What follows belongs to an exercise in optimizing a design on an open flow for small area, a short achievable clock period and few clock cycles per item; a production flow would make more cautious choices. Function was checked by simulation only, so behaviour that the tests miss may differ from the original.

== v30 ==
// mag_calibrate_heading
module mag_calibrate_heading (
  input  logic               clk,
  input  logic               rst,
  input  logic               in_valid,
  output logic               in_stall,
  input  logic [1:0]         req_type,
  input  logic signed [15:0] raw_x,
  input  logic signed [15:0] raw_y,
  input  logic signed [15:0] raw_z,
  output logic               out_valid,
  input  logic               out_stall,
  output logic [14:0]        heading,
  output logic signed [19:0] cal_x,
  output logic signed [19:0] cal_y,
  output logic signed [19:0] cal_z,
  output logic [1:0]         status,
  output logic               calibrated
);
Size in the first run: about 16000 cells after synthesis, ~130 I/O pins.
clock: 7.0 ns
lec_check: 0
cap_margin: 20
core_margin: 2
core_utilization: 60
setup_slack_margin: 3.8
slew_margin: 20
synth_hierarchical: 1
synth_minimum_keep_size: 0
run.sh (not shown) runs the stock make flow with config.mk's settings and CLKGATE_MAP_FILE= SYNTH_SCRIPT=/design/flow/synth_recipe.tcl, a recipe that flattens the netlist after the stock synthesis.
In v30 the implementation ran to completion but is not tape-out ready, as the final checks report antenna violations.
Testbench counts of v30, summed over its fixed seeds: cycles 3,626, items 3,200.
Relative to v30, the following input files were edited for v47:
# v30
export LEC_CHECK = 0
export CAP_MARGIN = 20
export CORE_MARGIN = 2
export CORE_UTILIZATION = 60
export SETUP_SLACK_MARGIN = 3.8
export SLEW_MARGIN = 20
export SYNTH_HIERARCHICAL = 1
export SYNTH_MINIMUM_KEEP_SIZE = 0
create_clock -name core_clock -period 7.0 [get_ports {clk}]
# v47
export LEC_CHECK = 0
export CAP_MARGIN = 20
export CORE_MARGIN = 2
export CORE_UTILIZATION = 60
export SETUP_SLACK_MARGIN = 3.6
export SLEW_MARGIN = 20
export SYNTH_HIERARCHICAL = 1
export SYNTH_MINIMUM_KEEP_SIZE = 0
create_clock -name core_clock -period 7.0 [get_ports {clk}]
[summary]
Delta (v47 minus v30): multi-input combinational cell count shows no meaningful change, final clock period utilization by the worst path shows a reduction of 0.98 points, least setup slack across all paths after layout shows an increase of 0.069 ns. In v47, the via count came out 1.4% below the value in v30. Summary of v47 over v30: non-filler instance count after layout now smaller; wire length now smaller. v47 | stages: all done | timing, DRC, antenna: all pass. v47: fraction of area in registers is 1.1 points higher than what v30 reported. Summary of v47 over v30: highest clock rate has increased, depth of the critical timing path with buffers and inverters included down 2.
Input changes introduced in v36 (baseline for comparison: v47):
# v47
export LEC_CHECK = 0
export CAP_MARGIN = 20
export CORE_MARGIN = 2
export CORE_UTILIZATION = 60
export SETUP_SLACK_MARGIN = 3.6
export SLEW_MARGIN = 20
export SYNTH_HIERARCHICAL = 1
export SYNTH_MINIMUM_KEEP_SIZE = 0
create_clock -name core_clock -period 7.0 [get_ports {clk}]
# v36
export LEC_CHECK = 0
export CAP_MARGIN = 20
export CORE_MARGIN = 2
export CORE_UTILIZATION = 65
export SETUP_SLACK_MARGIN = 3.6
export SLEW_MARGIN = 20
export SYNTH_HIERARCHICAL = 1
export SYNTH_MINIMUM_KEEP_SIZE = 0
create_clock -name core_clock -period 7.0 [get_ports {clk}]
==> comparison <==
- v36: complete, dirty (max-capacitance violations, max-slew violations)
- Sequential share of layout area ends up lower on v36.
- v36 against v47: antenna cell count up 12, number of buffers other than clock buffers in the final layout moved up, area added between synthesis and finish rose by 1.0 points.
[inputs] v33 vs v36
# v36
export LEC_CHECK = 0
export CAP_MARGIN = 20
export CORE_MARGIN = 2
export CORE_UTILIZATION = 65
export SETUP_SLACK_MARGIN = 3.6
export SLEW_MARGIN = 20
export SYNTH_HIERARCHICAL = 1
export SYNTH_MINIMUM_KEEP_SIZE = 0
create_clock -name core_clock -period 7.0 [get_ports {clk}]
# v33
export LEC_CHECK = 0
export CAP_MARGIN = 20
export CORE_MARGIN = 2
export CORE_UTILIZATION = 60
export SETUP_SLACK_MARGIN = 3.7
export SLEW_MARGIN = 20
export SYNTH_HIERARCHICAL = 1
export SYNTH_MINIMUM_KEEP_SIZE = 0
create_clock -name core_clock -period 7.0 [get_ports {clk}]
[summary]
- v33: full flow OK, the timing, design-rule and antenna checks passed
- Compared with v36, v33 shows number of max-capacitance violations reported lower by 1.
- Die area, v36 and v33, higher one = v33.
- Between v36 and v33, the clock latency reported for the late side of the worst-skew pair figures differ only marginally.
- sky130_fd_sc_hd__nor4_1 as the standard cell with the maximum stage delay on the critical path was reported by v36, and sky130_fd_sc_hd__fa_2 by v33.
- Of v36 and v33, the lower x dimension of the die belongs to v36.

-- what the ideal ports hide --
In the flow no input, the clock included, has a driving cell. The finished layouts below were timed again as built, in two steps. Step 1 (the two cells are an assumption about what drives the block):
set clk [get_ports {clk}]
set_driving_cell -lib_cell sky130_fd_sc_hd__clkbuf_16 $clk
set_driving_cell -lib_cell sky130_fd_sc_hd__buf_2 [delete_from_list [all_inputs] $clk]
Step 2 moves the port delays by t, midway between the first and last clock arrival at a register: inputs arrive t later, outputs are due t later. That takes back most of the time a late clock gives input paths. Slacks: ideal ports / drivers / drivers and shift; pairs: ideal ports / drivers.
run	t, ns	setup slack, ns	slew at the worst register clock pin (ns)	worst data-port slew with drivers (ns)
v30	1.023	3.425 / 3.425 / 3.004	0.07 / 0.07	0.20
v47	1.023	3.494 / 3.494 / 3.043	0.07 / 0.07	0.16
v36	1.031	2.827 / 2.827 / 2.794	0.09 / 0.09	0.17
v33	1.023	3.424 / 3.424 / 3.016	0.07 / 0.07	0.17
For v47, which loses most, drivers alone change the setup slack by 0.000 ns; drivers and shift together by -0.451 ns.
